This design comes from an exercise in tuning for small area, a short achievable clock period and few clock cycles per item on the open sky130 flow, not from production work. In this exercise RTL edits were held to simulation tests only and were not proved equivalent to the original.

// vector_magnitude_offset
module vector_magnitude_offset #(
    parameter int SAMPLE_WIDTH = 16
) (
    input  wire logic        clk,
    input  wire logic        rst_n,
    input  wire logic        pair_valid,
    output logic             pair_ready,
    input  wire logic [15:0] pair_x_value,
    input  wire logic [15:0] pair_y_value,
    input  wire logic        pair_last_in,
    output logic             result_valid,
    input  wire logic        result_ready,
    output logic [15:0]      result_magnitude,
    output logic             result_last_out
);
Size in the first run: roughly 2,400 cells after synthesis, ~380 flip-flops.
==> flow/config.mk <==
export PLATFORM = sky130hd
export DESIGN_NAME = vector_magnitude_offset
export DESIGN_NICKNAME = vector_magnitude_offset
export VERILOG_FILES = /design/flow/design.v
export SDC_FILE = /design/flow/constraint.sdc
export NUM_CORES = 4
export LEC_CHECK = 0
export ABC_CLOCK_PERIOD_IN_PS = 3000
export CAP_MARGIN = 20
export CORE_MARGIN = 2
export CORE_UTILIZATION = 40
export PLACE_DENSITY = 0.6
export SETUP_SLACK_MARGIN = 3.75
export SLEW_MARGIN = 20
==> flow/constraint.sdc <==
create_clock -name core_clock -period 7.0 [get_ports {clk}]
set_input_delay 1.4000 -clock core_clock [delete_from_list [all_inputs] [get_ports {clk}]]
set_output_delay 1.4000 -clock core_clock [all_outputs]
set_load 0.01 [all_outputs]
run.sh (not shown) runs the stock make flow with config.mk's settings and CLKGATE_MAP_FILE= SYNTH_SCRIPT=/design/flow/synth_recipe.tcl, a recipe that flattens the netlist after the stock synthesis.
The first run ran to the end with no violations.
Testbench counts at the start, summed over its fixed seeds: cycles 16,080, items 16,000.
Change:
ABC_CLOCK_PERIOD_IN_PS = 3500   (was 3000)
CORE_UTILIZATION = 50   (was 40)
PLACE_DENSITY = 0.7   (was 0.6)
SETUP_SLACK_MARGIN = 3.55   (was 3.75)
Outcome: The new run completed without violations; maximum frequency goes down by 3.5%.

---

vector_magnitude_offset again, from the RTL that the note above started with.
Settings: LEC_CHECK=0, ABC_CLOCK_PERIOD_IN_PS=3300, CAP_MARGIN=20, CORE_MARGIN=2, CORE_UTILIZATION=40, PLACE_DENSITY=0.6, SETUP_SLACK_MARGIN=3.6, SLEW_MARGIN=20; clock period 7.0 ns.
Testbench counts at the start, summed over its fixed seeds: cycles 16,080, items 16,000.
Then changed:
SETUP_SLACK_MARGIN = 3.65   (was 3.6)
Result: The changed run passed the timing, design-rule and antenna checks; wire length goes up by about 0.53%; non-clock buffer count is higher by 22; worst setup slack improved by 50 ps; area after synthesis is unchanged; via count is higher by about 1%; hold slack gets worse by 11 ps; final area came out higher by about 0.37%; final cell count rose by 0.65%.
Then changed:
ABC_CLOCK_PERIOD_IN_PS = 3500   (was 3300)
CORE_UTILIZATION = 45   (was 40)
PLACE_DENSITY = 0.65   (was 0.6)
SETUP_SLACK_MARGIN = 3.6   (was 3.65)
TNS_END_PERCENT = 100   (was unset)
Result:
- The new run completed with no timing, DRC or antenna violations
- area after synthesis stays the same
- sequential share of layout area goes up by 0.28 points
- core utilization goes up by 5.6 points
- count of clock-buffer cells in the layout falls by 7
- worst setup slack is worse by 17 ps
- sequential cell count is unchanged
- final area came out lower by 0.81%
- cell count goes down by 3.3%
- via count fell by 0.53%
Then changed:
CORE_UTILIZATION = 40   (was 45)
PLACE_DENSITY = 0.6   (was 0.65)
SETUP_SLACK_MARGIN = 3.5   (was 3.6)
TNS_END_PERCENT = unset   (was 100)
The new run completed with no timing, DRC or antenna violations.
Routed wire length falls by 1.7%.
Global-route usage falls by 2.3 points.
Non-clock buffer count falls by 24.
Cell count rises by 2.4%.
Area after synthesis does not change.

---

## middle
vector_magnitude_offset again, from the RTL that the note above started with.
make LEC_CHECK=0 ABC_CLOCK_PERIOD_IN_PS=3500 CAP_MARGIN=20 CORE_MARGIN=2 CORE_UTILIZATION=40 PLACE_DENSITY=0.6 SETUP_SLACK_MARGIN=3.62 SLEW_MARGIN=20 finish   # period 7.0 ns
Testbench counts of middle, summed over its fixed seeds: cycles 16,080, items 16,000.
Edits applied to the flow inputs when going from middle to east:
Settings: a change of ABC_CLOCK_PERIOD_IN_PS from 3500 to 3000; a change of SETUP_SLACK_MARGIN from 3.62 to 3.6.
==> results.txt <==
- east reached the final stage; the timing, design-rule and antenna checks on its layout passed.
- From middle to east the numbers moved as follows: worst setup slack lost 0.030 ns, placement-stage worst setup slack lost 0.035 ns.

## static timing again, ports no longer ideal
The results above use ideal ports. As a check the final layouts listed here were re-extracted and re-timed, cells and wires unchanged.
Step 1 assumes that a clkbuf_16 drives the clock port and a buf_2 every other input.
Step 2, shift: input delay + t, output delay - t, t = (earliest + latest rising clock arrival at the registers) / 2. This alone moves slack from input paths to output paths.
Three values: ideal, step 1, step 2; two values: the first two.
run	shift t [ns]	setup WS [ns]	pins driven straight from the clock port
the first run of note 1	0.631	3.666 / 3.666 / 3.287	1
the second run of note 1	0.611	3.546 / 3.546 / 3.197	1
the first run of note 2	0.632	3.597 / 3.597 / 3.220	1
the second run of note 2	0.629	3.646 / 3.646 / 3.274	1
the third run of note 2	0.625	3.630 / 3.630 / 3.234	1
the fourth run of note 2	0.629	3.546 / 3.523 / 3.071	1
middle	0.639	3.626 / 3.626 / 3.295	1
east	0.632	3.597 / 3.597 / 3.220	1
After both steps setup and hold are still met in every run listed. The setup slack of the fourth run of note 2, which loses most, moves by -0.023 ns with the drivers and by -0.475 ns with both steps.
